Source: an optimization exercise on an open RTL-to-GDS flow (aim: small area). Production flows keep margins and buffers that such runs may drop.
The RTL was checked by simulation tests, not by an equivalence proof against the original design.
Power is estimated from default activity; no workload was simulated.

==> flow/design.v <==
package decode_pkg;
   typedef enum logic [6:0] {
      OPC_LOAD   = 7'b0000011,
      OPC_IMM    = 7'b0010011,
      OPC_AUIPC  = 7'b0010111,
      OPC_STORE  = 7'b0100011,
      OPC_OP     = 7'b0110011,
      OPC_LUI    = 7'b0110111,
      OPC_BRANCH = 7'b1100011,
      OPC_JALR   = 7'b1100111,
      OPC_JAL    = 7'b1101111
   } opcode_e;
   typedef enum logic [3:0] {
      ALU_ADD, ALU_SUB, ALU_SLL, ALU_SLT, ALU_SLTU,
      ALU_XOR, ALU_SRL, ALU_SRA, ALU_OR, ALU_AND
   } alu_op_e;
   typedef enum logic [1:0] {ALU_RS1, ALU_PC, ALU_ZERO} alu_a_sel_e;
   typedef enum logic {ALU_RS2, ALU_IMM} alu_b_sel_e;
   typedef enum logic [1:0] {WB_ALU_OUT, WB_MEM_LOAD, WB_PC_PLS4} wb_sel_e;
   typedef enum logic [2:0] {
      CMP_BEQ  = 3'b000,
      CMP_BNE  = 3'b001,
      CMP_BLT  = 3'b100,
      CMP_BGE  = 3'b101,
      CMP_BLTU = 3'b110,
      CMP_BGEU = 3'b111
   } branch_op_e;
   typedef enum logic [1:0] {BYTE = 2'd0, HALF = 2'd1, WORD = 2'd2} mem_size_e;
   typedef enum logic [3:0] {
      CLS_OP     = 4'd0,
      CLS_UNK    = 4'd1,   
      CLS_LOAD   = 4'd2,
      CLS_IMM    = 4'd3,
      CLS_JALR   = 4'd4,
      CLS_STORE  = 4'd5,
      CLS_BRANCH = 4'd6,
      CLS_LUI    = 4'd7,
      CLS_AUIPC  = 4'd8,
      CLS_JAL    = 4'd9
   } cls_e;
   typedef struct packed {
      logic [6:0] funct7;
      logic [4:0] rs2;
      logic [4:0] rs1;
      logic [2:0] funct3;
      logic [4:0] rd;
      opcode_e    opcode;
   } r_fmt_t;
   typedef struct packed {
      logic [11:0] imm;
      logic [4:0]  rs1;
      logic [2:0]  funct3;
      logic [4:0]  rd;
      opcode_e     opcode;
   } i_fmt_t;
   typedef struct packed {
      logic [6:0] imm_hi;
      logic [4:0] rs2;
      logic [4:0] rs1;
      logic [2:0] funct3;
      logic [4:0] imm_lo;
      opcode_e    opcode;
   } s_fmt_t;
   typedef struct packed {
      logic       imm12;
      logic [5:0] imm10_5;
      logic [4:0] rs2;
      logic [4:0] rs1;
      logic [2:0] funct3;
      logic [3:0] imm4_1;
      logic       imm11;
      opcode_e    opcode;
   } b_fmt_t;
   typedef struct packed {
      logic [19:0] imm;
      logic [4:0]  rd;
      opcode_e     opcode;
   } u_fmt_t;
   typedef struct packed {
      logic       imm20;
      logic [9:0] imm10_1;
      logic       imm11;
      logic [7:0] imm19_12;
      logic [4:0] rd;
      opcode_e    opcode;
   } j_fmt_t;
   typedef union packed {
      r_fmt_t r;
      i_fmt_t i;
      s_fmt_t s;
      b_fmt_t b;
      u_fmt_t u;
      j_fmt_t j;
   } instr_u;
endpackage
`timescale 1ns/1ns
module rf_hold_bit (
   input  logic q,
   input  logic d,
   input  logic en,
   input  logic en_n,
   output logic nxt
);
   assign nxt = (q | en) & (d | en_n);
endmodule
module rf_aoi222 (
   input  logic a1, a2, b1, b2, c1, c2,
   output logic y
);
   assign y = ~((a1 & a2) | (b1 & b2) | (c1 & c2));
endmodule
module rf_nand2 (input logic a, b, output logic y);
   assign y = ~(a & b);
endmodule
module rf_nand3 (input logic a, b, c, output logic y);
   assign y = ~(a & b & c);
endmodule
module rf_nand4 (input logic a, b, c, d, output logic y);
   assign y = ~(a & b & c & d);
endmodule
module rf_o31a (input logic a, b, c, k, output logic y);
   assign y = (a | b | c) & k;
endmodule
module rf_read_bit (
   input  logic [32-1:1] sel,
   input  logic [32-1:1] d,
   input  logic                 keep,
   output logic                 q
);
   logic [10:0] t;  
   logic [2:0]  h;  
   for (genvar g = 0; g < 10; g++) begin : g_aoi
      rf_aoi222 u (
         .a1(sel[3*g+1]), .a2(d[3*g+1]),
         .b1(sel[3*g+2]), .b2(d[3*g+2]),
         .c1(sel[3*g+3]), .c2(d[3*g+3]),
         .y (t[g])
      );
   end
   rf_nand2 u_last (.a(sel[31]), .b(d[31]), .y(t[10]));
   rf_nand4 u_h0 (.a(t[0]), .b(t[1]), .c(t[2]),  .d(t[3]), .y(h[0]));
   rf_nand4 u_h1 (.a(t[4]), .b(t[5]), .c(t[6]),  .d(t[7]), .y(h[1]));
   rf_nand3 u_h2 (.a(t[8]), .b(t[9]), .c(t[10]),           .y(h[2]));
   rf_o31a  u_q  (.a(h[0]), .b(h[1]), .c(h[2]), .k(keep), .y(q));
endmodule
`timescale 1ns/1ns
module imm_gen (
   input  decode_pkg::cls_e cls,
   input  logic [31:7]      ir,    
   output logic [32-1:0] imm
);
   always_comb begin
      case (cls)
         decode_pkg::CLS_LOAD, decode_pkg::CLS_IMM, decode_pkg::CLS_JALR:  
            imm = {{(32-12){ir[31]}}, ir[31:20]};
         decode_pkg::CLS_STORE:                                            
            imm = {{(32-12){ir[31]}}, ir[31:25], ir[11:7]};
         decode_pkg::CLS_BRANCH:                                           
            imm = {{(32-12){ir[31]}}, ir[7], ir[30:25], ir[11:8], 1'b0};
         decode_pkg::CLS_LUI, decode_pkg::CLS_AUIPC:                       
            imm = {ir[31:12], 12'b0};
         decode_pkg::CLS_JAL:                                              
            imm = {{(32-20){ir[31]}}, ir[19:12], ir[20], ir[30:21], 1'b0};
         default:
            imm = '0;  
      endcase
   end
endmodule
`timescale 1ns/1ns
module control_decoder (
   input  logic                   vld,
   input  decode_pkg::cls_e       cls,
   input  logic [2:0]             funct3,
   input  logic                   alt,     
   input  logic                   rd_nz,   
   output decode_pkg::alu_op_e    alu_op,
   output decode_pkg::alu_a_sel_e alu_a_sel,
   output decode_pkg::alu_b_sel_e alu_b_sel,
   output decode_pkg::wb_sel_e    wb_sel,
   output logic       reg_write,
   output logic       dmem_req,
   output logic       dmem_write,
   output logic       dmem_unsigned,
   output decode_pkg::mem_size_e  dmem_size,
   output logic       branch_enable,
   output decode_pkg::branch_op_e branch_op,
   output logic       jump_request,
   output logic       pc_stall,
   output logic       jalr_lsb_clear,
   output logic       jump_or_branch,  
   output logic       ex_load          
);
   function automatic decode_pkg::alu_op_e alu_from_funct(input logic [2:0] f3, input logic alt);
      case (f3)
         3'b000:  alu_from_funct = alt ? decode_pkg::ALU_SUB : decode_pkg::ALU_ADD;
         3'b001:  alu_from_funct = decode_pkg::ALU_SLL;
         3'b010:  alu_from_funct = decode_pkg::ALU_SLT;
         3'b011:  alu_from_funct = decode_pkg::ALU_SLTU;
         3'b100:  alu_from_funct = decode_pkg::ALU_XOR;
         3'b101:  alu_from_funct = alt ? decode_pkg::ALU_SRA : decode_pkg::ALU_SRL;
         3'b110:  alu_from_funct = decode_pkg::ALU_OR;
         default: alu_from_funct = decode_pkg::ALU_AND;
      endcase
   endfunction
   always_comb begin
      alu_op         = decode_pkg::ALU_ADD;
      alu_a_sel      = decode_pkg::ALU_RS1;
      alu_b_sel      = decode_pkg::ALU_RS2;
      wb_sel         = decode_pkg::WB_ALU_OUT;
      reg_write      = 1'b0;
      dmem_req       = 1'b0;
      dmem_write     = 1'b0;
      dmem_unsigned  = 1'b0;
      dmem_size      = decode_pkg::WORD;
      branch_enable  = 1'b0;
      branch_op      = decode_pkg::CMP_BEQ;
      jump_request   = 1'b0;
      pc_stall       = 1'b0;
      jalr_lsb_clear = 1'b0;
      jump_or_branch = 1'b0;
      ex_load        = 1'b0;
      if (vld) begin
         case (cls)
            decode_pkg::CLS_OP: begin
               alu_op    = alu_from_funct(funct3, alt);
               reg_write = rd_nz;
            end
            decode_pkg::CLS_IMM: begin
               alu_op    = alu_from_funct(funct3, alt & (funct3 == 3'b101));
               alu_b_sel = decode_pkg::ALU_IMM;
               reg_write = rd_nz;
            end
            decode_pkg::CLS_LOAD: begin
               alu_b_sel     = decode_pkg::ALU_IMM;
               wb_sel        = decode_pkg::WB_MEM_LOAD;
               reg_write     = rd_nz;
               dmem_req      = 1'b1;
               dmem_unsigned = funct3[2];
               ex_load       = 1'b1;
               case (funct3[1:0])
                  2'b00:   dmem_size = decode_pkg::BYTE;
                  2'b01:   dmem_size = decode_pkg::HALF;
                  default: dmem_size = decode_pkg::WORD;
               endcase
            end
            decode_pkg::CLS_STORE: begin
               alu_b_sel  = decode_pkg::ALU_IMM;
               dmem_req   = 1'b1;
               dmem_write = 1'b1;
               case (funct3[1:0])
                  2'b00:   dmem_size = decode_pkg::BYTE;
                  2'b01:   dmem_size = decode_pkg::HALF;
                  default: dmem_size = decode_pkg::WORD;
               endcase
            end
            decode_pkg::CLS_LUI: begin
               alu_a_sel = decode_pkg::ALU_ZERO;
               alu_b_sel = decode_pkg::ALU_IMM;
               reg_write = rd_nz;
            end
            decode_pkg::CLS_AUIPC: begin
               alu_a_sel = decode_pkg::ALU_PC;
               alu_b_sel = decode_pkg::ALU_IMM;
               reg_write = rd_nz;
            end
            decode_pkg::CLS_JAL: begin
               alu_a_sel      = decode_pkg::ALU_PC;
               alu_b_sel      = decode_pkg::ALU_IMM;
               wb_sel         = decode_pkg::WB_PC_PLS4;
               reg_write      = rd_nz;
               jump_request   = 1'b1;
               jump_or_branch = 1'b1;
            end
            decode_pkg::CLS_JALR: begin
               if (funct3 == 3'b000) begin  
                  alu_b_sel      = decode_pkg::ALU_IMM;
                  wb_sel         = decode_pkg::WB_PC_PLS4;
                  reg_write      = rd_nz;
                  jump_request   = 1'b1;
                  jalr_lsb_clear = 1'b1;
                  jump_or_branch = 1'b1;
               end
            end
            decode_pkg::CLS_BRANCH: begin
               if (funct3[2:1] != 2'b01) begin  
                  alu_a_sel      = decode_pkg::ALU_PC;
                  alu_b_sel      = decode_pkg::ALU_IMM;
                  branch_enable  = 1'b1;
                  branch_op      = decode_pkg::branch_op_e'(funct3);
                  pc_stall       = 1'b1;
                  jump_or_branch = 1'b1;
               end
            end
            default: ;  
         endcase
      end
   end
endmodule
`timescale 1ns/1ns
module bubble_ctrl (
   input  logic                   bubble2,         
   input  logic                   jump_or_branch,  
   input  decode_pkg::instr_u     instr_raw,       
   input  logic                   ex_load,         
   input  logic [5-1:0] ex_rd,
   output logic                   insert_nop,
   output logic                   load_hazard_stall
);
   logic [1:0] src_used;  
   always_comb begin
      case (instr_raw.r.opcode)
         decode_pkg::OPC_OP, decode_pkg::OPC_BRANCH, decode_pkg::OPC_STORE: src_used = 2'b11;
         decode_pkg::OPC_LOAD, decode_pkg::OPC_IMM, decode_pkg::OPC_JALR:   src_used = 2'b01;  
         default:                       src_used = 2'b00;  
      endcase
   end
   assign load_hazard_stall = ex_load &
                              ((src_used[0] & (instr_raw.r.rs1 == ex_rd)) |
                               (src_used[1] & (instr_raw.r.rs2 == ex_rd)));
   assign insert_nop = jump_or_branch | bubble2 | load_hazard_stall;
endmodule
`timescale 1ns/1ns
module decode_stage (
   input  logic                   clk,
   input  logic                   rstn,
   input  logic [32-1:0]       instruction_in,
   input  logic [32-1:0]       pc_in,
   input  logic [32-1:0]       pc_pls4_in,
   input  logic                   wrb_rd_write,
   input  logic [5-1:0] wrb_rd_addr,
   input  logic [32-1:0]       wrb_rd_data,
   output logic [32-1:0]       pc,
   output logic [32-1:0]       pc_pls4,
   output logic [32-1:0]       rs1_data,
   output logic [32-1:0]       rs2_data,
   output logic [5-1:0] rd_addr,
   output logic [32-1:0]       immediate,
   output decode_pkg::alu_op_e                alu_op,
   output decode_pkg::alu_a_sel_e             alu_a_sel,
   output decode_pkg::alu_b_sel_e             alu_b_sel,
   output decode_pkg::wb_sel_e                wb_sel,
   output logic                   reg_write,
   output logic                   dmem_req,
   output logic                   dmem_write,
   output logic                   dmem_unsigned,
   output decode_pkg::mem_size_e              dmem_size,
   output logic                   branch_enable,
   output decode_pkg::branch_op_e             branch_op,
   output logic                   jump_request,
   output logic                   pc_stall,
   output logic                   jalr_lsb_clear,
   output logic                   load_hazard_stall  
);
   decode_pkg::instr_u instr_eff;  
   logic               insert_nop;
   logic               jump_or_branch;
   logic               ex_load;
   decode_pkg::cls_e   cls_nxt;
   logic [31:7]        ir;
   decode_pkg::cls_e   cls;
   logic               vld;
   logic               bubble2;
   logic [32-1:1]   sel1, sel2;
   logic [32-1:0]       rs1_nxt, rs2_nxt;
   assign instr_eff = insert_nop ? 32'h0000_0013 : instruction_in;
   always_comb begin
      case (instr_eff.r.opcode)
         decode_pkg::OPC_LOAD:   cls_nxt = decode_pkg::CLS_LOAD;
         decode_pkg::OPC_IMM:    cls_nxt = decode_pkg::CLS_IMM;
         decode_pkg::OPC_AUIPC:  cls_nxt = decode_pkg::CLS_AUIPC;
         decode_pkg::OPC_STORE:  cls_nxt = decode_pkg::CLS_STORE;
         decode_pkg::OPC_OP:     cls_nxt = decode_pkg::CLS_OP;
         decode_pkg::OPC_LUI:    cls_nxt = decode_pkg::CLS_LUI;
         decode_pkg::OPC_BRANCH: cls_nxt = decode_pkg::CLS_BRANCH;
         decode_pkg::OPC_JALR:   cls_nxt = decode_pkg::CLS_JALR;
         decode_pkg::OPC_JAL:    cls_nxt = decode_pkg::CLS_JAL;
         default:                cls_nxt = decode_pkg::CLS_UNK;
      endcase
   end
   always_ff @(posedge clk or negedge rstn) begin
      if (!rstn) begin
         vld     <= 1'b0;
         bubble2 <= 1'b0;
      end else begin
         vld     <= 1'b1;
         bubble2 <= jump_or_branch;
      end
   end
   always_ff @(posedge clk) begin
      pc      <= pc_in;
      pc_pls4 <= pc_pls4_in;
      ir      <= instr_eff[31:7];
      cls     <= cls_nxt;
      rs1_data <= rs1_nxt;
      rs2_data <= rs2_nxt;
   end
   assign rd_addr = ir[11:7];
   for (genvar i = 1; i < 32; i++) begin : g_row
      logic [32-1:0] r;    
      logic             we, we_n;
      logic [32-1:0] nxt;
      assign we   = wrb_rd_write & (wrb_rd_addr == i);
      assign we_n = ~we;
      for (genvar b = 0; b < 32; b++) begin : g_hold
         rf_hold_bit u_hold (
            .q(r[b]), .d(wrb_rd_data[b]), .en(we), .en_n(we_n), .nxt(nxt[b])
         );
      end
      always_ff @(posedge clk) begin
         r <= nxt;
      end
      assign sel1[i] = (instruction_in[19:15] == i);
      assign sel2[i] = (instruction_in[24:20] == i);
   end
   for (genvar b = 0; b < 32; b++) begin : g_bit
      logic [32-1:1] col;
      for (genvar i = 1; i < 32; i++) begin : g_col
         assign col[i] = g_row[i].r[b];
      end
      rf_read_bit u_rd1 (.sel(sel1), .d(col), .keep(~insert_nop), .q(rs1_nxt[b]));
      rf_read_bit u_rd2 (.sel(sel2), .d(col), .keep(~insert_nop), .q(rs2_nxt[b]));
   end
   imm_gen u_imm (.cls(cls), .ir(ir), .imm(immediate));
   control_decoder u_dec (
      .vld            (vld),
      .cls            (cls),
      .funct3         (ir[14:12]),
      .alt            (ir[30]),
      .rd_nz          (|ir[11:7]),
      .alu_op         (alu_op),
      .alu_a_sel      (alu_a_sel),
      .alu_b_sel      (alu_b_sel),
      .wb_sel         (wb_sel),
      .reg_write      (reg_write),
      .dmem_req       (dmem_req),
      .dmem_write     (dmem_write),
      .dmem_unsigned  (dmem_unsigned),
      .dmem_size      (dmem_size),
      .branch_enable  (branch_enable),
      .branch_op      (branch_op),
      .jump_request   (jump_request),
      .pc_stall       (pc_stall),
      .jalr_lsb_clear (jalr_lsb_clear),
      .jump_or_branch (jump_or_branch),
      .ex_load        (ex_load)
   );
   bubble_ctrl u_bub (
      .bubble2           (bubble2),
      .jump_or_branch    (jump_or_branch),
      .instr_raw         (instruction_in),  
      .ex_load           (ex_load),
      .ex_rd             (rd_addr),
      .insert_nop        (insert_nop),
      .load_hazard_stall (load_hazard_stall)
   );
endmodule
==> flow/flow/run.sh <==
#!/bin/bash
# Layout flow: the standard ORFS flow (standard.sh) with two changes to how
# the layout is made:
#  - the port buffers that global placement inserts are buf_1 cells, and
#  - clock tree synthesis uses larger sink clusters and no dummy loads.
# Every tool's output goes to its own log in this folder (ORFS keeps its
# per-step logs under orfs/logs).
set -euo pipefail
export BUFFER_PORTS_ARGS="-buffer_cell sky130_fd_sc_hd__buf_1"
export CTS_ARGS="-sink_clustering_enable -repair_clock_nets -dont_use_dummy_load -sink_clustering_size 25 -sink_clustering_max_diameter 100"
bash standard.sh synth > flow_synth.log 2>&1
bash standard.sh finish > flow_finish.log 2>&1
==> flow/standard.sh <==
#!/bin/bash
# synth_recipe.tcl (not shown) runs the flow's synth.tcl, then flattens the netlist and writes it again
# the make line also repeats each setting of config.mk as NAME=value (left out here)
make -C /OpenROAD-flow-scripts/flow DESIGN_CONFIG=/design/flow/config.mk WORK_HOME=/design/flow/orfs CLKGATE_MAP_FILE= SYNTH_SCRIPT=/design/flow/synth_recipe.tcl "${@:-finish}"
==> flow/config.mk <==
export PLATFORM = sky130hd
export DESIGN_NAME = decode_stage
export DESIGN_NICKNAME = decode_stage
export VERILOG_FILES = /design/flow/design.v
export SDC_FILE = /design/flow/constraint.sdc
export NUM_CORES = 4
export LEC_CHECK = 0
export CAP_MARGIN = 5
export CORE_MARGIN = 2
export CORE_UTILIZATION = 50
export PLACE_DENSITY = 0.62
export SLEW_MARGIN = 5
export SYNTH_HIERARCHICAL = 1
==> flow/constraint.sdc <==
create_clock -name core_clock -period 4.0 [get_ports {clk}]
set_input_delay 0.8000 -clock core_clock [delete_from_list [all_inputs] [get_ports {clk}]]
set_output_delay 0.8000 -clock core_clock [all_outputs]
set_load 0.01 [all_outputs]
==> results of run 1 <==
## cell type report
type	instances	share of cell area [%]
clock buffer	52	2.70
timing repair buffer	516	5.71
inverter	39	0.304
antenna	7	0.0364
multi-input combinational	2304	40.5
tap	1134	2.94
sequential	1151	47.8
## worst min path at each step
stage | start | to
4_1_cts | pc_in[0] | pc[0]
3_3_place_gp | g_row[10].r[29] | g_row[10].r[29]
5_1_grt | pc_in[4] | pc[4]
3_5_place_dp | g_row[29].r[21] | g_row[29].r[21]
2_1_floorplan | g_row[10].r[0] | g_row[10].r[0]
6_report | pc_pls4_in[17] | pc_pls4[17]
## Yosys stat by module (local to each module, per instance), a selection
module           times used  area (um2)  cells inside  flops+latches
decode_stage              1       24300          1407           1151
imm_gen                   1         564            75              0
control_decoder           1         415            67              0
bubble_ctrl               1         231            32              0
rf_aoi222               640        10.0             1              0
rf_hold_bit             992        8.76             1              0
rf_o31a                  64        8.76             1              0
rf_nand4                128        6.26             1              0
rf_nand3                 64        5.00             1              0
rf_nand2                 64        3.75             1              0
## stage by stage
step | setup WS [ns] | instance area, um2 | utilization [%] | power, mW | hold slack (ns)
after global placement | 0.124 | 46800 | 55.8 | 21.0 | 0.472
after CTS | 0.488 | 48200 | 57.4 | 27.1 | 0.182
after detailed placement | 0.0997 | 46800 | 55.8 | 21.4 | 0.484
final | 0.504 | 48200 | 57.4 | 27.4 | 0.211
after global routing | 0.366 | 48200 | 57.4 | 28.2 | 0.205
after floorplan | 0.489 | 42500 | - | 19.2 | 0.467
## layout by cell type, fill, tap and decap left out, drive strengths merged, types with 4 or more instances in the layout
master | netlist | routed
a21o | 19 | 19
a21oi | 10 | 10
a222oi | 640 | 640
a22oi | 4 | 4
and2 | 9 | 9
buf | 23 | 500
clkbuf | 16 | 67
dfxtp | 1149 | 1149
diode | 0 | 7
inv | 39 | 39
mux2i | 4 | 4
nand2 | 120 | 120
nand2b | 24 | 24
nand3 | 71 | 71
nand3b | 9 | 9
nand4 | 133 | 133
nor2 | 70 | 70
nor2b | 29 | 29
nor3 | 29 | 29
nor4 | 4 | 4
o21a | 4 | 4
o21ai | 6 | 6
o221ai | 4 | 4
o22a | 992 | 992
o31a | 66 | 66
or3 | 6 | 6
xnor2 | 6 | 6
xor2 | 7 | 7
## worst max-delay path: cells and delay by family
kind / cells / cell delay (ns)
AO/OA/AOI/OAI: 2 / 0.54
AND/OR/NAND/NOR: 3 / 2.11
buffers and inverters: 1 / 0.63
## cells by family after synthesis
logic type / count (synthesis) / share of synthesized area, %
buffers and inverters: 78 / 0.906
other: 1 / 0.00882
AOI/OAI and AO/OA: 1763 / 38.0
DFF: 1151 / 54.2
muxes: 5 / 0.121
xor gates and xnor gates: 13 / 0.285
and+or+nand+nor: 522 / 6.44
## Yosys cell counts (all sizes together), types with 4 or more instances
master  number  share of area [%]
mux2i        4              0.094
nor3        29               0.36
or3          6               0.10
dfxtp     1149                 54
o22a       992                 20
a21o        19               0.34
and2         9               0.13
nand2      120                1.1
inv         39               0.34
nor4         4              0.059
clkbuf      16               0.14
xnor2        6               0.14
o21a         4              0.071
o31a        66                1.4
a22oi        4              0.071
nand3b       9               0.16
nor2        70               0.62
xor2         7               0.14
o221ai       4              0.082
nor2b       29               0.43
a222oi     640                 15
a21oi       10               0.13
nand3       71               0.84
nand4      133                2.0
nand2b      24               0.35
buf         23               0.42
o21ai        6              0.079
## power by group
group          switching, mW  total [mW]  internal (mW)  leakage, nW
Clock                   3.64        5.96           2.33        0.641
Combinational           2.12        4.64           2.52         6.75
Sequential              2.41        16.8           14.4         9.72
Total                   8.17        27.4           19.2         17.1
## repair_timing
action | 4_1_cts | 5_1_grt
hold endpoints to repair | 2 | 0
hold buffers | 1 | 0
buffers inserted | 0 | 0
resized for setup | 0 | 0
## state kept, by name, indices dropped and copies added (netlist names)
register and count:
rs1_data 32, vld 1, ir 25, pc 32, bubble2 1, g_row.r 992
rs2_data 32, cls 4, pc_pls4 32
## metal layers
layer,up-vias,part of all wire (%),GRT usage [%]
met5,-,0.028,0
met3,827,15,17.1
met2,3711,41,64.8
met4,8,8.0,29.9
li1,16900,-,-
met1,20800,35,54.3
==> impl_results.md, run 1 <==
* Worst path slowest cell: sky130_fd_sc_hd__nor2_4
* Maximum fanout along the worst path at 32
* Number of top-level design ports at 324
* Placed insts at about 5,000
* Maximum clock skew at final layout at 0.0682 ns
* Proportion of register bits with asynchronous set or reset after synthesis at 0.174%
* Reg-to-Reg End: rs2_data[1]
* Crit path kind: in -> reg
* CP Launch Type: input port
* Cell count after synthesis at 3,533
* Clock Root Buffer: sky130_fd_sc_hd__clkbuf_16
* Number of buffers added by the clock tree synthesis step at 52
* Via count at 42,300
* Final net count at approximately 4,200
* Number of setup violations in the final report at 0
* Cells on Worst Hold Path at 1
* Reg2reg start: cls[3]
* Category of the worst setup path capture point: flop
* Reported max-cap violation count at 0
* Number of flops mapped to enable cells by yosys at 0
* Via-to-Cell Ratio at roughly 8.1
* Reg-to-reg slack, setup at 0.65 ns
* GP Congestion at 0.996
* Final hold vios at 0
* Max-slew headroom at the worst pin at between 6 and 7%
* Critical path, cell by cell: buf_1 -> nand2_1 -> nor2_4 -> a222oi_1 -> nand4_1 -> o31a_1
* Remaining antenna violation count after routing at 0
* Clock tree from TritonCTS: done
* Die W at 296 um
* Footprint of the multi-input gates at about 19,000 um2
* Number of pins with negative max-slew slack in the final report at 0
* Proportion of synthesized chip area in sequential cells at 54.2%
* Dominant synthesized flop cell: sky130_fd_sc_hd__dfxtp_1
* First-pass iteration count of the detailed router at 14
* Longest Clk Path Bufs at 3
* Global-route wire length before repair at 282,000 um
* Area Overhead vs Synth at 13.3%
* Required time reported for the critical path endpoint at 4.61 ns
* Die area at 87,400 um2
* H-tree depth at 2
* Count of routing violations after the opening detailed-route iteration at roughly 9,000
* Final cycle utilization of the critical path at 87.4%
* Post-layout instance count excluding filler cells at 5,203
* GRT Total Usage at between 40 and 50%
* Area inside the core boundary at 84,000 um2
* Number of clock sinks at 1,151
* Clock-pin slew on the worst setup and hold paths at ~0.10 ns
* Largest incremental delay on the critical path at 1.08 ns
* Total Wirelength at roughly 200,000 um
* Actual transition at the worst max-transition pin at roughly 1.4 ns
* Worst reg-to-reg path cell count at 9
* PD cells at roughly 570 nW/um2
* Worst vdd rail ir drop at about 0.00042 V
* Highest clock rate at 286 MHz
* Count of port buffers added during placement at roughly 320
* Latest clock arrival within the worst-skew pair at 0.68 ns
* Outcome: timing/DRC/antenna clean
* Number of antenna violations at the first check in global routing at 12
* Filler cells at 7,229
* Lkg Pwr at 17.1 nW
* Synthesized netlist net count at 3,669
* RSZ-0062 raised after global routing: no
* Total DRC errors in the routed layout at 0
* Initial core utilization at 50.7%
* Synth warn at 10
* Number of distinct library cells after synthesis at 66
* CP Capture Point: rs1_data[7]
* Estimated wirelength of the detail-placed design at 126,000 um
* Share of final-layout standard cells stronger than drive strength 1 at 8.35%
* Row count at 106
* Worst setup path start: instruction_in[15]
* Total grt overflow at 0
* Setup TNS at 0 ns
* WL per Instance at 39.1 um
* Vias in the first global route at 39,900
* Data arrival time of the critical path at 4.11 ns
* Clock period minus worst slack at about 3.5 ns
* Post-synthesis register bit count at 1,151
* Die Span Y at 296 um
* Class of the worst hold path: in -> reg
* Average footprint of a synthesized cell at roughly 12 um2
* Pin count of the biggest net entering global routing at 42
* Cell Area, Synth at 42,500 um2
* Area taken by flip-flops and latches at 23,100 um2
==> run 2, diff against run 1 <==
--- a/flow/design.v
+++ b/flow/design.v
@@ -29,12 +29,13 @@
    typedef enum logic [3:0] {
-      CLS_OP     = 4'd0,
-      CLS_UNK    = 4'd1,   
-      CLS_LOAD   = 4'd2,
-      CLS_IMM    = 4'd3,
+      CLS_OP     = 4'd10,
+      CLS_UNK    = 4'd12,  
+      CLS_LOAD   = 4'd3,
+      CLS_IMM    = 4'd8,
       CLS_JALR   = 4'd4,
-      CLS_STORE  = 4'd5,
-      CLS_BRANCH = 4'd6,
-      CLS_LUI    = 4'd7,
-      CLS_AUIPC  = 4'd8,
-      CLS_JAL    = 4'd9
+      CLS_STORE  = 4'd0,
+      CLS_BRANCH = 4'd1,
+      CLS_LUI    = 4'd9,
+      CLS_AUIPC  = 4'd6,
+      CLS_JAL    = 4'd15,
+      CLS_NOP    = 4'd2    
    } cls_e;
@@ -255,2 +256,5 @@
             end
+            decode_pkg::CLS_NOP: begin   
+               alu_b_sel = decode_pkg::ALU_IMM;
+            end
             decode_pkg::CLS_LUI: begin
@@ -366,3 +370,3 @@
    always_comb begin
-      case (instr_eff.r.opcode)
+      case (instruction_in[6:0])
          decode_pkg::OPC_LOAD:   cls_nxt = decode_pkg::CLS_LOAD;
@@ -378,2 +382,5 @@
       endcase
+      if (insert_nop) begin
+         cls_nxt = decode_pkg::CLS_NOP;
+      end
    end
@@ -391,3 +398,3 @@
       pc_pls4 <= pc_pls4_in;
-      ir      <= instr_eff[31:7];
+      ir      <= {instruction_in[31:12], instr_eff.r.rd};
       cls     <= cls_nxt;
==> run 2 against run 1 <==
Die area shrank 0.64%. Largest power group unchanged. Flip-flop and latch count is the same. Still clean. Area after synthesis shrank 0.65%. Global-route usage shrank 0.37 points. Non-clock buffer count grew 6. Count of clock-buffer cells in the layout is the same. Setup slack gained 0.062 ns.
==> impl_results.md, run 2 <==
* GP Congestion at 0.947 (-5.0%)
* Net Switching at 7.99 mW (-2.1%)
* Vias in the first global route at 40,700 (+2.1%)
* Initial core utilization at 50.5% (-0.17 points)
* Proportion of synthesized chip area in sequential cells at 54.5% (+0.35 points)
* Clock-pin slew on the worst setup and hold paths at 0.10 ns (about the same)
* Clock Root Buffer: sky130_fd_sc_hd__clkbuf_16
* Area Overhead vs Synth at 13.8%
* Die area at 86,900 um2 (-0.64%)
* RSZ-0062 raised after global routing: no
* Data arrival time of the critical path at 3.98 ns (-0.13 ns)
* Maximum clock skew at final layout at 0.0616 ns (-0.00663 ns)
* Reported max-cap violation count at 0 (unchanged)
* Cell Area, Synth at 42,300 um2 (-0.65%)
* Final hold vios at 0 (unchanged)
* Switch share at 29.4% (-0.44 points)
* Total DRC errors in the routed layout at 0 (unchanged)
* Top library cells by usage in the layout, fill and taps aside: sky130_fd_sc_hd__dfxtp_1 (1,149), sky130_fd_sc_hd__o22a_1 (992), sky130_fd_sc_hd__a222oi_1 (640)
* Share of power burned in the clock network at 22.0% (+0.2 points)
* Proportion of register bits with asynchronous set or reset after synthesis at 0.174% (unchanged)
* Count of port buffers added during placement at 323 (unchanged)
* Die Span Y at 295 um (-0.32%)
* Via count at 42,600 (+0.85%)
* Total Wirelength at 201,000 um (-1.1%)
* Area leader, netlist: sky130_fd_sc_hd__dfxtp_1
* Dominant synthesized flop cell: sky130_fd_sc_hd__dfxtp_1
* Number of top-level design ports at 324 (unchanged)
* Final net count at 4,181 (-0.45%)
* Longest Clk Path Bufs at 3 (unchanged)
* Highest clock rate at 291 MHz (+1.8%)
* Worst vdd rail ir drop at 0.000467 V (+13%)
* Flop pwr share at 61.5% (+0.2 points)
* Lkg Pwr at 17.0 nW (-0.49%)
* Count of instances resized after the clock tree is built at 0 (unchanged)
* Pin count of the biggest net entering global routing at 36 (-14%)
* Via-to-Cell Ratio at 8.23 (+1.3%)
* Clock tree from TritonCTS: done
* PD cells at 565 nW/um2 (-0.52%)
* Clock period minus worst slack at 3.43 ns (-0.0623 ns)
* Maximum fanout along the worst path at 18 (-44%)
* Top cell type's share of synthesized area at 54.4% (+0.35 points)
* Cell types occupying the most area after synthesis: sky130_fd_sc_hd__dfxtp_1 (54%), sky130_fd_sc_hd__o22a_1 (21%), sky130_fd_sc_hd__a222oi_1 (15%), sky130_fd_sc_hd__nand4_1 (2.0%), sky130_fd_sc_hd__o31a_1 (1.3%)
* Total grt overflow at 0 (unchanged)
* Register with the most flip-flops: g_row.r
* CTS Hold Bufs at 1 (unchanged)
* Internal Dissipation at 19.2 mW (about the same)
* Remaining antenna violation count after routing at 0 (unchanged)
* Estimated wirelength of the detail-placed design at 123,000 um (-2.1%)
* Most frequent standard cell in the layout excluding fill and tap cells: sky130_fd_sc_hd__dfxtp_1
* Setup Buffers After CTS at 0 (unchanged)
* Max reg flops at 992 (unchanged)
* Area inside the core boundary at 83,700 um2 (-0.32%)
* Crit path kind: reg -> reg
* Count of routing violations after the opening detailed-route iteration at 9,949 (+11%)
* Class of the worst hold path: in -> reg
* WL per Instance at 38.8 um (-0.62%)
* H-tree depth at 2 (unchanged)
* Row count at 106 (unchanged)
* Cell count after synthesis at 3,502 (-0.88%)
* Synth top cells by count: sky130_fd_sc_hd__dfxtp_1 (1,149), sky130_fd_sc_hd__o22a_1 (992), sky130_fd_sc_hd__a222oi_1 (640)
* Latest clock arrival within the worst-skew pair at 0.70 ns (+0.02 ns)
* Filler cells at 7,075 (-2.1%)
* Number of setup violations in the final report at 0 (unchanged)
* CP Launch Type: flop
* Synthesized netlist net count at 3,638 (-0.84%)
* Number of clock sinks at 1,151 (unchanged)
* Synth warn at 10 (unchanged)
* Number of distinct library cells after synthesis at 60 (-9.1%)
* Number of pins with negative max-slew slack in the final report at 0 (unchanged)
* Average footprint of a synthesized cell at 12.1 um2 (+0.23%)
* Area taken by flip-flops and latches at 23,100 um2 (unchanged)
* Global-route wire length before repair at 280,000 um (-0.75%)
* First-pass iteration count of the detailed router at 17 (+3)
* Required time reported for the critical path endpoint at 4.55 ns (-0.06 ns)
* Category of the worst setup path capture point: flop
* Proportion of power drawn by combinational gates at 16.5% (-0.5 points)
* Setup TNS at 0 ns (unchanged)
* Footprint of the multi-input gates at 19,200 um2 (-1.3%)
* Total power draw at 27.2 mW (-0.67%)
* Number of antenna violations at the first check in global routing at 6 (-6)
* Post-synthesis register bit count at 1,151 (unchanged)
* Number of flops mapped to enable cells by yosys at 0 (unchanged)
* Number of buffers added by the clock tree synthesis step at 52 (unchanged)
* Actual transition at the worst max-transition pin at 1.36 ns (-0.0369 ns)
* Max-slew headroom at the worst pin at 8.96% (+2.3 points)
* Share of final-layout standard cells stronger than drive strength 1 at 8.43% (+0.089 points)
* Library cell with the highest instance count after synthesis: sky130_fd_sc_hd__dfxtp_1
* Outcome: timing/DRC/antenna clean
* Final cycle utilization of the critical path at 85.8% (-1.6 points)
* GRT Total Usage at 44.0% (-0.37 points)
* Die W at 295 um (-0.32%)
==> run 2: changes by cell type after synthesis, moves of 5 or more <==
cell | previous run | this run
sky130_fd_sc_hd__nor2b_1 | 29 | 10
sky130_fd_sc_hd__o21ai_0 | 3 | 13
sky130_fd_sc_hd__a21o_1 | 18 | 11
sky130_fd_sc_hd__inv_1 | 39 | 45
sky130_fd_sc_hd__a22o_1 | 0 | 5
sky130_fd_sc_hd__nand2b_1 | 24 | 19
==> run 2: through the flow <==
stage	instance area [um2]	setup slack [ns]	utilization, %	std cells	hold slack [ns]
2_1_floorplan	42300	0.502	-	3502	0.467
3_3_place_gp	46800	0.315	55.9	5124	0.473
3_5_place_dp	46800	0.306	55.9	5124	0.483
4_1_cts	48100	0.653	57.5	5177	0.178
5_1_grt	48100	0.410	57.5	5177	0.188
6_report	48100	0.566	57.5	5179	0.199
==> run 2: final cells by class <==
cell class | instances | share of cell area (%)
multi-input cells | 2273 | 40.0
diodes | 2 | 0.0104
inverters | 45 | 0.351
flip-flops and latches | 1151 | 47.9
clock buffers | 52 | 2.71
well taps | 1134 | 2.95
repair buffers | 522 | 6.05
==> run 2: logic make-up after synthesis <==
| group | count (synthesis) | synth area share (%) |
|---|---|---|
| compound gates | 1754 | 38.0 |
| flops | 1151 | 54.5 |
| simple gates | 500 | 6.15 |
| buf+inv | 78 | 0.853 |
| xor+xnor | 14 | 0.308 |
| mux | 4 | 0.0977 |
| other cells | 1 | 0.00887 |
==> run 2: routing by layer <==
metal / track usage (%) / share of wire, %
met1: 55.6 / 35
met2: 64.6 / 41
met3: 12.6 / 15
met4: 30.8 / 8.3
met5: 0.624 / 0.053
==> run 2: worst max-delay path: stages, from the launching register on <==
cell and delay [ns]:
sky130_fd_sc_hd__dfxtp_1 0.40, sky130_fd_sc_hd__nor2_1 0.23, sky130_fd_sc_hd__and2_1 0.20, sky130_fd_sc_hd__and3_1 0.34, sky130_fd_sc_hd__inv_1 0.09, sky130_fd_sc_hd__o41ai_2 0.98, sky130_fd_sc_hd__inv_2 0.52, sky130_fd_sc_hd__buf_4 0.40
sky130_fd_sc_hd__o31a_1 0.15
==> run 2: Yosys stat by module (local to each module, per instance), a selection <==
module / copies in the design / cell area (um2) / flip-flops and latches / cells inside
bubble_ctrl: 1 / 231 / 0 / 32
control_decoder: 1 / 402 / 0 / 66
decode_stage: 1 / 24100 / 1151 / 1379
imm_gen: 1 / 515 / 0 / 73
rf_aoi222: 640 / 10.0 / 0 / 1
rf_hold_bit: 992 / 8.76 / 0 / 1
rf_nand2: 64 / 3.75 / 0 / 1
rf_nand3: 64 / 5.00 / 0 / 1
rf_nand4: 128 / 6.26 / 0 / 1
rf_o31a: 64 / 8.76 / 0 / 1
==> run 2: power groups by stage <==
| stage | Sequential (mW) | Combinational [mW] | Clock [mW] |
|---|---|---|---|
| 2_1_floorplan | 16.2 | 2.94 | 0 |
| 3_3_place_gp | 16.6 | 4.19 | 0 |
| 3_5_place_dp | 16.8 | 4.39 | 0 |
| 4_1_cts | 16.6 | 4.40 | 5.98 |
| 5_1_grt | 17.0 | 4.73 | 6.39 |
| 6_report | 16.7 | 4.50 | 5.98 |
==> run 2: path summary, 6_finish.rpt <==
path | to | cells after the start | startpoint | slack [ns]
hold reg to reg | g_row[20].r[3] | 1 | g_row[20].r[3] | 0.51
min in group asynchronous | vld | 2 | rstn | 0.47
hold / removal | pc_pls4[19] | 1 | pc_pls4_in[19] | 0.20
max in group asynchronous | bubble2 | 2 | rstn | 3.41
setup / recovery | rs2_data[18] | 8 | cls[3] | 0.57
setup reg to reg | rs2_data[18] | 8 | cls[3] | 0.57
==> run 3, diff against run 2 <==
--- a/flow/design.v
+++ b/flow/design.v
@@ -112,2 +112,8 @@
 endmodule
+module rf_and2 (input logic a, b, output logic y);
+   assign y = a & b;
+endmodule
+module rf_or2 (input logic a, b, output logic y);
+   assign y = a | b;
+endmodule
 module rf_nand2 (input logic a, b, output logic y);
@@ -367,2 +373,4 @@
    logic [32-1:1]   sel1, sel2;
+   logic [7:0]             rs1_hi, rs2_hi, wr_hi, wr_hi_n;
+   logic [3:0]             rs1_lo, rs2_lo, wr_lo, wr_lo_n;
    logic [32-1:0]       rs1_nxt, rs2_nxt;
@@ -404,2 +412,14 @@
    assign rd_addr = ir[11:7];
+   for (genvar k = 0; k < 8; k++) begin : g_pre_hi
+      assign rs1_hi[k]  = (instruction_in[19:17] == k);
+      assign rs2_hi[k]  = (instruction_in[24:22] == k);
+      assign wr_hi[k]   = wrb_rd_write & (wrb_rd_addr[4:2] == k);
+      assign wr_hi_n[k] = ~wr_hi[k];
+   end
+   for (genvar k = 0; k < 4; k++) begin : g_pre_lo
+      assign rs1_lo[k]  = (instruction_in[16:15] == k);
+      assign rs2_lo[k]  = (instruction_in[21:20] == k);
+      assign wr_lo[k]   = (wrb_rd_addr[1:0] == k);
+      assign wr_lo_n[k] = ~wr_lo[k];
+   end
    for (genvar i = 1; i < 32; i++) begin : g_row
@@ -408,4 +428,4 @@
       logic [32-1:0] nxt;
-      assign we   = wrb_rd_write & (wrb_rd_addr == i);
-      assign we_n = ~we;
+      rf_and2 u_we   (.a(wr_hi[i/4]),   .b(wr_lo[i%4]),   .y(we));
+      rf_or2  u_we_n (.a(wr_hi_n[i/4]), .b(wr_lo_n[i%4]), .y(we_n));
       for (genvar b = 0; b < 32; b++) begin : g_hold
@@ -418,4 +438,4 @@
       end
-      assign sel1[i] = (instruction_in[19:15] == i);
-      assign sel2[i] = (instruction_in[24:20] == i);
+      rf_and2 u_sel1 (.a(rs1_hi[i/4]), .b(rs1_lo[i%4]), .y(sel1[i]));
+      rf_and2 u_sel2 (.a(rs2_hi[i/4]), .b(rs2_lo[i%4]), .y(sel2[i]));
    end
--- a/flow/config.mk
+++ b/flow/config.mk
@@ -7,3 +7,3 @@
 export LEC_CHECK = 0
-export CAP_MARGIN = 5
+export CAP_MARGIN = 10
 export CORE_MARGIN = 2
@@ -11,3 +11,3 @@
 export PLACE_DENSITY = 0.62
-export SLEW_MARGIN = 5
+export SLEW_MARGIN = 10
 export SYNTH_HIERARCHICAL = 1
==> run 3 against run 2 <==
Final area fell by 0.53%. Area after synthesis rose by 0.78%. Die area rose by 0.77%. Hold slack barely moved. Utilization fell by 1.0 points. Via count fell by 0.23%. Register-to-register slack improved by 0.30 ns. Largest power group unchanged. Sequential power barely moved. Combinational power fell by 2%. Power rose by 0.21%. Flip-flop and latch count did not move.
==> impl_results.md, run 3 <==
* Vias in the first global route at 40,500 (-0.64%)
* Cell Area, Synth at 42,600 um2 (+0.78%)
* Buf+Inv Stages, Crit Path at 2 (-1)
* Max-slew headroom at the worst pin at 13.2% (+4.3 points)
* Clock Root Buffer: sky130_fd_sc_hd__clkbuf_16
* Total Wirelength at 204,000 um (+1.7%)
* Category of the worst setup path capture point: primary output
* Max reg flops at 992 (unchanged)
* Count of port buffers added during placement at 323 (unchanged)
* Outcome: timing/DRC/antenna clean
* Number of flops mapped to enable cells by yosys at 0 (unchanged)
* GRT Total Usage at 44.6% (+0.55 points)
* Average footprint of a synthesized cell at 12.2 um2 (+0.89%)
* Actual transition at the worst max-transition pin at 1.30 ns (-0.0611 ns)
* Latest clock arrival within the worst-skew pair at 0.69 ns (about the same)
* Lkg Pwr at 16.9 nW (-0.92%)
* Class of the worst hold path: in -> reg
* Cell count after synthesis at 3,498 (-0.11%)
* Pin count of the biggest net entering global routing at 65 (+81%)
* Synth top cells by count: sky130_fd_sc_hd__dfxtp_1 (1,149), sky130_fd_sc_hd__o22a_1 (992), sky130_fd_sc_hd__a222oi_1 (640)
* Critical path, cell by cell: buf_4 -> a211oi_1 -> o21ai_1 -> o21ai_0 -> buf_1
* Initial core utilization at 50.3% (-0.24 points)
* Number of pins with negative max-slew slack in the final report at 0 (unchanged)
* Estimated wirelength of the detail-placed design at 120,000 um (-2.9%)
* Clock period minus worst slack at 3.53 ns (+0.0943 ns)
* Largest incremental delay on the critical path at 0.72 ns (-0.26 ns)
* Count of routing violations after the opening detailed-route iteration at 9,511 (-4.4%)
* Global-route wire length before repair at 284,000 um (+1.1%)
* Die Span Y at 296 um (+0.38%)
* Library cell with the highest instance count after synthesis: sky130_fd_sc_hd__dfxtp_1
* Total grt overflow at 0 (unchanged)
* Final cycle utilization of the critical path at 88.2% (+2.4 points)
* Reported max-cap violation count at 0 (unchanged)
* Longest Clk Path Bufs at 3 (unchanged)
* Gate family responsible for the most delay along the worst path: compound AO/OA/AOI/OAI gates
* Post-synthesis register bit count at 1,151 (unchanged)
* Setup Buffers After CTS at 0 (unchanged)
* Required time reported for the critical path endpoint at 3.20 ns (-1.35 ns)
* Crit path kind: reg -> out
* Share of final-layout standard cells stronger than drive strength 1 at 6.47% (-2.0 points)
* Cell types occupying the most area after synthesis: sky130_fd_sc_hd__dfxtp_1 (54%), sky130_fd_sc_hd__o22a_1 (20%), sky130_fd_sc_hd__a222oi_1 (15%), sky130_fd_sc_hd__nand4_1 (2.0%), sky130_fd_sc_hd__and2_1 (1.5%)
* Final instance area at 47,900 um2 (-0.53%)
* Data arrival time of the critical path at 2.73 ns (-1.25 ns)
* Top library cells by usage in the layout, fill and taps aside: sky130_fd_sc_hd__dfxtp_1 (1,149), sky130_fd_sc_hd__o22a_1 (992), sky130_fd_sc_hd__a222oi_1 (640)
* Final net count at 4,159 (-0.53%)
* Maximum clock skew at final layout at 0.0422 ns (-0.0194 ns)
* Count of instances resized after the clock tree is built at 0 (unchanged)
* Via-to-Cell Ratio at 8.22 (-0.12%)
* Maximum fanout along the worst path at 19 (+1)
* Die W at 296 um (+0.38%)
* RSZ-0062 raised after global routing: no
* Clock-pin slew on the worst setup and hold paths at 0.09 ns (about the same)
* Area leader, netlist: sky130_fd_sc_hd__dfxtp_1
* Area Overhead vs Synth at 12.4%
* Row count at 107 (+0.94%)
* Total DRC errors in the routed layout at 0 (unchanged)
* Number of buffers added by the clock tree synthesis step at 52 (unchanged)
* WL per Instance at 39.5 um (+1.8%)
* Number of distinct library cells after synthesis at 62 (+3.3%)
* Number of top-level design ports at 324 (unchanged)
* First-pass iteration count of the detailed router at 15 (-2)
* Worst vdd rail ir drop at 0.000417 V (-11%)
* Highest clock rate at 283 MHz (-2.7%)
* Synth warn at 10 (unchanged)
* Proportion of synthesized chip area in sequential cells at 54.1% (-0.42 points)
* Number of antenna violations at the first check in global routing at 14 (+8)
* Most frequent standard cell in the layout excluding fill and tap cells: sky130_fd_sc_hd__dfxtp_1
* Proportion of register bits with asynchronous set or reset after synthesis at 0.174% (unchanged)
* Area inside the core boundary at 84,700 um2 (+1.3%)
* Die area at 87,500 um2 (+0.77%)
* Placed cell area at 46,500 um2 (-0.57%)
* Dominant synthesized flop cell: sky130_fd_sc_hd__dfxtp_1
* Number of setup violations in the final report at 0 (unchanged)
* H-tree depth at 2 (unchanged)
* Remaining antenna violation count after routing at 0 (unchanged)
* Synthesized netlist net count at 3,634 (-0.11%)
* Final hold vios at 0 (unchanged)
* Via count at 42,500 (-0.23%)
* Worst path slowest cell: sky130_fd_sc_hd__dfxtp_1
* PD cells at 569 nW/um2 (+0.75%)
* Number of clock sinks at 1,151 (unchanged)
* Setup TNS at 0 ns (unchanged)
* CTS Hold Bufs at 1 (unchanged)
* CP Launch Type: flop
* Top cell type's share of synthesized area at 54.0% (-0.42 points)
* Register with the most flip-flops: g_row.r
* Clock tree from TritonCTS: done
* GP Congestion at 0.984 (+3.9%)
[run 3: cell types whose count changed after synthesis, moves of 7 or more]
cell	previous run	this run
sky130_fd_sc_hd__and2_1	13	105
sky130_fd_sc_hd__nor2_1	67	20
sky130_fd_sc_hd__nand2_1	121	83
sky130_fd_sc_hd__or2_1	0	32
sky130_fd_sc_hd__nor3_1	29	7
sky130_fd_sc_hd__inv_1	45	26
sky130_fd_sc_hd__clkbuf_1	15	3
sky130_fd_sc_hd__nor3b_1	1	8
[run 3: path summary, 6_finish.rpt]
kind,start,endpoint,slack (ns),cells after the start
max,cls[3],immediate[14],0.47,5
min,pc_pls4_in[13],pc_pls4[13],0.20,1
max reg2reg,cls[3],rs2_data[21],0.87,10
min reg2reg,g_row[23].r[17],g_row[23].r[17],0.51,1
max in group asynchronous,rstn,vld,3.44,2
min in group asynchronous,rstn,bubble2,0.44,2
[run 3: Yosys stat by module (local to each module, per instance), excerpt]
| module | cells inside | cell area (um2) | flip-flops and latches | copies in the design |
|---|---|---|---|---|
| imm_gen | 73 | 515 | 0 | 1 |
| rf_or2 | 1 | 6.26 | 0 | 31 |
| rf_aoi222 | 1 | 10.0 | 0 | 640 |
| rf_o31a | 1 | 8.76 | 0 | 64 |
| rf_and2 | 1 | 6.26 | 0 | 93 |
| rf_nand3 | 1 | 5.00 | 0 | 64 |
| bubble_ctrl | 32 | 231 | 0 | 1 |
| rf_hold_bit | 1 | 8.76 | 0 | 992 |
| control_decoder | 69 | 410 | 0 | 1 |
| rf_nand4 | 1 | 6.26 | 0 | 128 |
| decode_stage | 1248 | 23600 | 1151 | 1 |
| rf_nand2 | 1 | 3.75 | 0 | 64 |
[run 3: area by class of cell]
class | instances | area (um2)
well taps | 1144 | 1430
multi-input cells | 2298 | 19300
clock buffers | 52 | 1300
fillers | 7288 | 36900
repair buffers | 494 | 2670
diodes | 8 | 20.0
inverters | 26 | 97.6
flip-flops and latches | 1151 | 23100
[run 3: per-layer routing]
| layer | routed length [um] | track usage [%] | vias to the layer above |
|---|---|---|---|
| met1 | 69600 | 53.8 | 20700 |
| met3 | 31500 | 15.5 | 1058 |
| met2 | 84000 | 64.7 | 4012 |
| li1 | - | - | 16800 |
| met4 | 19200 | 35.3 | 6 |
| met5 | 31 | 0.277 | - |
[run 3: kinds of logic (layout without fill, tap and decap cells)]
family	Yosys count	count (layout)	share of synthesized area [%]
muxes	4	4	0.0969
AOI/OAI and AO/OA	1756	1756	37.8
and+or+nand+nor	523	523	7.01
xor gates and xnor gates	14	14	0.306
buffers and inverters	49	572	0.655
other	1	9	0.00880
DFF	1151	1151	54.1
[run 3: power by group]
part | switching [mW] | total, mW | internal, mW
clock | 3.68 | 6.01 | 2.33
sequential | 2.47 | 16.8 | 14.4
combinational | 1.92 | 4.41 | 2.50
total | 8.06 | 27.2 | 19.2
[run 3: per-stage QoR]
step | power [mW] | std cells | hold WS (ns) | setup slack, ns | utilization [%]
2_1_floorplan | 19.2 | 3498 | 0.467 | 1.38 | -
3_3_place_gp | 20.8 | 5112 | 0.473 | 0.488 | 54.9
3_5_place_dp | 21.2 | 5112 | 0.482 | 0.463 | 54.9
4_1_cts | 27.0 | 5165 | 0.173 | 0.475 | 56.4
5_1_grt | 28.1 | 5169 | 0.185 | 0.338 | 56.5
6_report | 27.2 | 5173 | 0.199 | 0.472 | 56.5
==> run 4, diff against run 3 <==
==> flow/flow/run.sh (replaced) <==
#!/bin/bash
# Layout flow: the standard ORFS flow (standard.sh) with these changes to
# how the layout is made:
#  - the port buffers that global placement inserts are buf_1 cells,
#  - clock tree synthesis uses larger sink clusters and no dummy loads, and
#  - after floorplan, the gates driving the register-file row lines are sized
#    up (flow/upsize_rows.tcl), so placement need not buffer those rows.
# Every tool's output goes to its own log in this folder (ORFS keeps its
# per-step logs under orfs/logs).
set -euo pipefail
export BUFFER_PORTS_ARGS="-buffer_cell sky130_fd_sc_hd__buf_1"
export CTS_ARGS="-sink_clustering_enable -repair_clock_nets -dont_use_dummy_load -sink_clustering_size 25 -sink_clustering_max_diameter 100"
export POST_FLOORPLAN_TCL="$PWD/flow/upsize_rows.tcl"
bash standard.sh synth > flow_synth.log 2>&1
bash standard.sh finish > flow_finish.log 2>&1
==> flow/flow/upsize_rows.tcl (new file) <==
# Size up the gates that drive the register-file row lines (the one-hot read
# selects and the write enables, each with one load per bit of a register) so
# that one gate drives its whole row. Run after floorplan (POST_FLOORPLAN_TCL).
set n 0
foreach inst [[ord::get_db_block] getInsts] {
  set m [[$inst getMaster] getName]
  if {$m ne "sky130_fd_sc_hd__and2_1" && $m ne "sky130_fd_sc_hd__or2_1"} { continue }
  set net [[$inst findITerm X] getNet]
  if {$net eq "NULL" || [llength [$net getITerms]] < 17} { continue }
  replace_cell [$inst getName] [string map {_1 _4} $m]
  incr n
}
puts "upsize_rows: sized up $n row-line drivers"
==> run 4 against run 3 <==
Via count shrank 1.6%. Setup slack worse by 0.016 ns. Utilization decreased by 1.1 points. Highest routed layer unchanged. Clock power hardly changed. Combinational power is 3% higher. Critical endpoint unchanged. Register-to-register slack got worse by 0.16 ns.
==> impl_results.md, run 4 <==
* Switch share at 29.7% (+0.079 points)
* Vias in the first global route at 39,400 (-2.7%)
* Number of distinct library cells after synthesis at 62 (unchanged)
* Via-to-Cell Ratio at 8.31 (+1.1%)
* Actual transition at the worst max-transition pin at 1.13 ns (-0.171 ns)
* Number of buffers added by the clock tree synthesis step at 52 (unchanged)
* Required time reported for the critical path endpoint at 3.20 ns (about the same)
* Number of clock sinks at 1,151 (unchanged)
* Area Overhead vs Synth at 10.2%
* Flop pwr share at 61.5% (-0.2 points)
* Share of power burned in the clock network at 21.9% (-0.2 points)
* CP Launch Type: flop
* Final net count at 4,014 (-3.5%)
* Cell types occupying the most area after synthesis: sky130_fd_sc_hd__dfxtp_1 (54%), sky130_fd_sc_hd__o22a_1 (20%), sky130_fd_sc_hd__a222oi_1 (15%), sky130_fd_sc_hd__nand4_1 (2.0%), sky130_fd_sc_hd__and2_1 (1.5%)
* H-tree depth at 2 (unchanged)
* Die area at 87,500 um2 (unchanged)
* RSZ-0062 raised after global routing: no
* Initial core utilization at 50.3% (unchanged)
* Latest clock arrival within the worst-skew pair at 0.67 ns (-0.02 ns)
* Final cycle utilization of the critical path at 88.6% (+0.40 points)
* Clock Root Buffer: sky130_fd_sc_hd__clkbuf_16
* Die W at 296 um (unchanged)
* Highest clock rate at 282 MHz (-0.45%)
* Area inside the core boundary at 84,700 um2 (unchanged)
* Longest Clk Path Bufs at 3 (unchanged)
* Clock-pin slew on the worst setup and hold paths at 0.10 ns (about the same)
* Worst reg-to-reg path cell count at 10 (unchanged)
* Final hold vios at 0 (unchanged)
* Post-route worst hold slack at 0.218 ns (+0.0188 ns)
* Via count at 41,800 (-1.6%)
* Setup TNS at 0 ns (unchanged)
* Dominant synthesized flop cell: sky130_fd_sc_hd__dfxtp_1
* Lkg Pwr at 16.3 nW (-3.5%)
* Data arrival time of the critical path at 2.74 ns (about the same)
* Remaining antenna violation count after routing at 0 (unchanged)
* Number of antenna violations at the first check in global routing at 12 (-2)
* Max-slew headroom at the worst pin at 24.6% (+11 points)
* Number of top-level design ports at 324 (unchanged)
* Proportion of register bits with asynchronous set or reset after synthesis at 0.174% (unchanged)
* Synthesized netlist net count at 3,634 (unchanged)
* Synth top cells by count: sky130_fd_sc_hd__dfxtp_1 (1,149), sky130_fd_sc_hd__o22a_1 (992), sky130_fd_sc_hd__a222oi_1 (640)
* Number of setup violations in the final report at 0 (unchanged)
* Register with the most flip-flops: g_row.r
* Total Wirelength at 200,000 um (-2.0%)
* Proportion of synthesized chip area in sequential cells at 54.1% (unchanged)
* Crit path kind: reg -> out
* Net Switching at 8.09 mW (+0.35%)
* First-pass iteration count of the detailed router at 13 (-2)
* Count of routing violations after the opening detailed-route iteration at 9,818 (+3.2%)
* Max reg flops at 992 (unchanged)
* Pin count of the biggest net entering global routing at 65 (unchanged)
* Die Span Y at 296 um (unchanged)
* Library cell with the highest instance count after synthesis: sky130_fd_sc_hd__dfxtp_1
* Reported max-cap violation count at 0 (unchanged)
* Area leader, netlist: sky130_fd_sc_hd__dfxtp_1
* Category of the worst setup path capture point: primary output
* Row count at 107 (unchanged)
* WL per Instance at 39.8 um (+0.68%)
* Class of the worst hold path: in -> reg
* Filler cells at 7,299 (+0.15%)
* Post-layout instance count excluding filler cells at 5,033 (-2.7%)
* Worst vdd rail ir drop at 0.000349 V (-16%)
* Proportion of power drawn by combinational gates at 16.6% (+0.4 points)
* Top cell type's share of synthesized area at 54.0% (unchanged)
* Number of pins with negative max-slew slack in the final report at 0 (unchanged)
* Most frequent standard cell in the layout excluding fill and tap cells: sky130_fd_sc_hd__dfxtp_1
* Synth warn at 10 (unchanged)
* Maximum fanout along the worst path at 28 (+9)
* Clock tree from TritonCTS: done
* GRT Total Usage at 43.4% (-1.2 points)
* Maximum clock skew at final layout at 0.0601 ns (+0.0178 ns)
* Number of flops mapped to enable cells by yosys at 0 (unchanged)
* Outcome: timing/DRC/antenna clean
* Average footprint of a synthesized cell at 12.2 um2 (unchanged)
* Cell count after synthesis at 3,498 (unchanged)
* Total DRC errors in the routed layout at 0 (unchanged)
* Share of final-layout standard cells stronger than drive strength 1 at 5.99% (-0.48 points)
* GP Congestion at 0.926 (-5.9%)
* Estimated wirelength of the detail-placed design at 111,000 um (-7.8%)
* Count of port buffers added during placement at 323 (unchanged)
* Top library cells by usage in the layout, fill and taps aside: sky130_fd_sc_hd__dfxtp_1 (1,149), sky130_fd_sc_hd__o22a_1 (992), sky130_fd_sc_hd__a222oi_1 (640)
* Total grt overflow at 0 (unchanged)
* Clock period minus worst slack at 3.54 ns (+0.0160 ns)
* Global-route wire length before repair at 277,000 um (-2.4%)
* PD cells at 581 nW/um2 (+2.1%)
* Cell Area, Synth at 42,600 um2 (unchanged)
* Placed insts at 4,967 (-2.8%)
* Internal Dissipation at 19.2 mW (about the same)
* Post-synthesis register bit count at 1,151 (unchanged)
* Cells on Worst Hold Path at 1 (unchanged)
[run 4: cell counts after synthesis]
No cell type changed its count.
[run 4: kinds of logic (layout without fill, tap and decap cells)]
group	count (synthesis)	in the layout	share of synthesized area, %
AO/OA/AOI/OAI	1756	1756	37.8
flip-flops	1151	1151	54.1
AND/OR/NAND/NOR	523	523	7.01
buffers and inverters	49	427	0.655
XOR/XNOR	14	14	0.306
multiplexers	4	4	0.0969
other	1	14	0.00880
[run 4: final timing paths]
| path | startpoint | slack (ns) | end |
|---|---|---|---|
| hold / removal | pc_pls4_in[6] | 0.22 | pc_pls4[6] |
| max in group asynchronous | rstn | 3.39 | vld |
| hold reg to reg | g_row[20].r[9] | 0.51 | g_row[20].r[9] |
| min in group asynchronous | rstn | 0.49 | bubble2 |
| setup / recovery | cls[2] | 0.46 | immediate[14] |
| setup reg to reg | cls[0] | 0.71 | rs1_data[2] |
[run 4: modules after synthesis, one instance, submodules excluded, a selection]
module / cells / area (um2)
rf_aoi222: 1 / 10.0
decode_stage: 1248 / 23600
rf_nand2: 1 / 3.75
rf_and2: 1 / 6.26
rf_nand4: 1 / 6.26
rf_or2: 1 / 6.26
bubble_ctrl: 32 / 231
rf_nand3: 1 / 5.00
[run 4: power by group through the flow]
stage | Clock [mW] | Sequential [mW] | Combinational (mW)
after floorplan | 0 | 16.2 | 2.94
after global placement | 0 | 16.6 | 4.14
after detailed placement | 0 | 16.9 | 4.36
after CTS | 5.99 | 16.6 | 4.37
after global routing | 6.36 | 17.0 | 4.70
final | 5.98 | 16.8 | 4.53
[run 4: cell type report]
type	count	area, um2	area share [%]
Inverter	26	97.6	0.208
Clock buffer	52	1300	2.77
Sequential cell	1151	23100	49.1
Multi-Input combinational cell	2298	19600	41.7
Tap cell	1144	1430	3.05
Antenna cell	13	32.5	0.0693
Timing Repair Buffer	349	1430	3.06
[run 4: stage by stage]
stage          util, %  area (um2)  setup slack, ns  power [mW]
3_3_place_gp      53.8       45600            0.590        20.8
5_1_grt           55.4       46900            0.313        28.1
3_5_place_dp      53.8       45600            0.574        21.2
6_report          55.4       46900            0.456        27.3
2_1_floorplan        -       42600             1.38        19.2
4_1_cts           55.3       46900            0.433        27.0
[run 4: critical path, cell delays in order (launching register included)]
cell and delay [ns]:
sky130_fd_sc_hd__dfxtp_1 0.92, sky130_fd_sc_hd__a211oi_1 0.20, sky130_fd_sc_hd__o21ai_1 0.59, sky130_fd_sc_hd__o21ai_0 0.24
sky130_fd_sc_hd__buf_1 0.18
[run 4: layer usage]
layer / routed length [um] / track usage [%]
met1: 69600 / 53.4
met2: 83500 / 64.2
met3: 31200 / 15.3
met4: 15900 / 28.6
met5: 50 / 0.166
[run 4: repair_timing]
item	in CTS	in global routing
endpoints found under the hold margin	2	0
buffers inserted	0	0
gates resized for setup	0	0
hold buffers	1	0
==> run 5, diff against run 4 <==
--- a/flow/flow/run.sh
+++ b/flow/flow/run.sh
@@ -11,3 +11,3 @@
 export BUFFER_PORTS_ARGS="-buffer_cell sky130_fd_sc_hd__buf_1"
-export CTS_ARGS="-sink_clustering_enable -repair_clock_nets -dont_use_dummy_load -sink_clustering_size 25 -sink_clustering_max_diameter 100"
+export CTS_ARGS="-sink_clustering_enable -repair_clock_nets -dont_use_dummy_load -sink_clustering_size 28 -sink_clustering_max_diameter 100"
 export POST_FLOORPLAN_TCL="$PWD/flow/upsize_rows.tcl"
==> run 5 against run 4 <==
Still clean on timing, DRC and antenna. Hold slack worse by 0.0097 ns. Wire length is 0.14% lower. Clock power is 4.5% lower. Synthesized cell count stayed put. First-iteration DRC count is 2.5% lower. Utilization is 0.16 points lower. Critical path type unchanged. Largest power group unchanged. Highest routed layer unchanged.
==> impl_results.md, run 5 <==
* Outcome: timing/DRC/antenna clean
* Proportion of synthesized chip area in sequential cells at 54.1% (unchanged)
* Vias in the first global route at 39,300 (-0.20%)
* Final Util at 55.2% (-0.16 points)
* Global-route wire length before repair at 276,000 um (-0.26%)
* Class of the worst hold path: in -> reg
* Final instance area at 46,800 um2 (-0.29%)
* Lkg Pwr at 16.2 nW (-0.38%)
* CP Launch Type: flop
* Clock-pin slew on the worst setup and hold paths at 0.11 ns (about the same)
* Total power draw at 27.0 mW (-0.98%)
* Count of instances resized after the clock tree is built at 0 (unchanged)
* GP Congestion at 0.926 (unchanged)
* Most frequent standard cell in the layout excluding fill and tap cells: sky130_fd_sc_hd__dfxtp_1
* Area share of fa/ha/maj cells after synthesis at 0% (unchanged)
* Dominant synthesized flop cell: sky130_fd_sc_hd__dfxtp_1
* Cells on Worst Hold Path at 1 (unchanged)
* Worst reg-to-reg path cell count at 10 (unchanged)
* Count of port buffers added during placement at 323 (unchanged)
* Via count at 41,700 (-0.43%)
* Top cell type's share of synthesized area at 54.0% (unchanged)
* Hold path start: pc_pls4_in[8]
* Die Span Y at 296 um (unchanged)
* Number of clock sinks at 1,151 (unchanged)
* Data arrival time of the critical path at 2.76 ns (+0.02 ns)
* Required time reported for the critical path endpoint at 3.20 ns (about the same)
* Filler cells at 7,316 (+0.23%)
* Category of the worst setup path capture point: primary output
* Total Wirelength at 200,000 um (-0.14%)
* Number of pins with negative max-slew slack in the final report at 0 (unchanged)
* Share of cell area taken by muxes after synthesis at 0.0969% (unchanged)
* Reported max-cap violation count at 0 (unchanged)
* DR WL met3 at 30,800 um (-1.1%)
* CTS Hold Bufs at 1 (unchanged)
* PD cells at 577 nW/um2 (-0.69%)
* Count of routing violations after the opening detailed-route iteration at 9,575 (-2.5%)
* Library cell with the highest instance count after synthesis: sky130_fd_sc_hd__dfxtp_1
* Synth top cells by count: sky130_fd_sc_hd__dfxtp_1 (1,149), sky130_fd_sc_hd__o22a_1 (992), sky130_fd_sc_hd__a222oi_1 (640)
* Setup Buffers After CTS at 0 (unchanged)
* Total DRC errors in the routed layout at 0 (unchanged)
* Area inside the core boundary at 84,700 um2 (unchanged)
* Average footprint of a synthesized cell at 12.2 um2 (unchanged)
* Post-route worst hold slack at 0.208 ns (-0.00967 ns)
* Number of antenna violations at the first check in global routing at 9 (-3)
* Share of final-layout standard cells stronger than drive strength 1 at 5.86% (-0.12 points)
* Setup TNS at 0 ns (unchanged)
* Worst vdd rail ir drop at 0.000383 V (+9.6%)
* Highest clock rate at 281 MHz (-0.33%)
* Hold Path End: pc_pls4[8]
==> run 5: cell counts after synthesis <==
No cell type changed its count.
==> run 5: how the worst max path moves through the flow <==
stage | startpoint | to | slack (ns)
after floorplan | ir[14] | rs1_data[0] | 1.38
after global placement | instruction_in[22] | rs2_data[3] | 0.59
after detailed placement | instruction_in[22] | rs2_data[3] | 0.57
after CTS | cls[2] | immediate[14] | 0.40
after global routing | cls[2] | immediate[14] | 0.28
final | cls[2] | immediate[14] | 0.44
==> run 5: report_power, final <==
group          switching [mW]  total (mW)  internal [mW]
logic                    2.03        4.52           2.49
registers                2.41        16.8           14.4
clock network            3.59        5.71           2.12
total                    8.04        27.0           19.0
==> run 5: stage by stage <==
step / worst slack [ns] / cells
3_3_place_gp: 0.590 / 4967
5_1_grt: 0.282 / 5020
2_1_floorplan: 1.38 / 3498
6_report: 0.444 / 5023
3_5_place_dp: 0.574 / 4967
4_1_cts: 0.400 / 5015
==> run 5: final cells by class <==
cell class	instances	area, um2	area share [%]
inverter	26	97.6	0.209
antenna	8	20.0	0.0428
clock buffer	47	1180	2.51
timing repair buffer	349	1430	3.06
sequential	1151	23100	49.3
multi-input combinational	2298	19600	41.8
tap	1144	1430	3.06
==> run 5: Yosys stat by module (local to each module, per instance), excerpt <==
module / cells inside / copies in the design
bubble_ctrl: 32 / 1
decode_stage: 1248 / 1
imm_gen: 73 / 1
rf_and2: 1 / 93
rf_aoi222: 1 / 640
rf_hold_bit: 1 / 992
rf_nand2: 1 / 64
rf_nand3: 1 / 64
rf_nand4: 1 / 128
rf_o31a: 1 / 64
rf_or2: 1 / 31
==> run 5: worst max-delay path, cell delays in order (launching register included) <==
cell and delay, ns:
sky130_fd_sc_hd__dfxtp_1 0.93, sky130_fd_sc_hd__a211oi_1 0.20, sky130_fd_sc_hd__o21ai_1 0.58, sky130_fd_sc_hd__o21ai_0 0.24
sky130_fd_sc_hd__buf_1 0.18
==> run 5: cell families (layout without fill, tap and decap cells) <==
logic type / Yosys count / count (layout)
buffers and inverters: 49 / 422
and+or+nand+nor: 523 / 523
muxes: 4 / 4
xor gates and xnor gates: 14 / 14
DFF: 1151 / 1151
AOI/OAI and AO/OA: 1756 / 1756
other: 1 / 9
==> run 5: routing by layer <==
| layer | vias to the layer above | track usage [%] |
|---|---|---|
| li1 | 16500 | - |
| met1 | 20500 | 53.1 |
| met2 | 3851 | 63.3 |
| met3 | 856 | 15.5 |
| met4 | 4 | 30.2 |
| met5 | - | 0.166 |

## separate check: timing with driven ports
The results above use ideal ports. As a check the final layouts listed here were re-extracted and re-timed, cells and wires unchanged. Step 1, drivers: a clkbuf_16 drives clk and a buf_2 each remaining input, both assumed. Step 2 times the ports against the registers' clock, not the clock port: input delays grow and output delays shrink by t, the midpoint of the rising clock arrivals with the driver on. Slacks: ideal ports / drivers / drivers and shift; pairs: ideal ports / drivers.
| run | t (ns) | setup WS [ns] | worst setup path at the end | clock arrival spread, ns | pins driven straight from the clock port |
|---|---|---|---|---|---|
| run 1 | 0.714 | 0.504 / 0.473 / -0.165 | input to register | 0.073 / 0.073 | 1 |
| run 2 | 0.732 | 0.566 / 0.566 / 0.118 | input to register | 0.072 / 0.071 | 1 |
| run 3 | 0.732 | 0.472 / 0.404 / 0.140 | input to register | 0.048 / 0.049 | 1 |
| run 4 | 0.705 | 0.456 / 0.388 / 0.321 | input to register | 0.062 / 0.062 | 1 |
| run 5 | 0.711 | 0.444 / 0.378 / 0.325 | input to register | 0.075 / 0.075 | 1 |
Met with ideal ports but missed after step 2: setup timing in run 1. The setup slack of run 1, which loses most, moves by -0.031 ns with the drivers and by -0.669 ns with both steps.
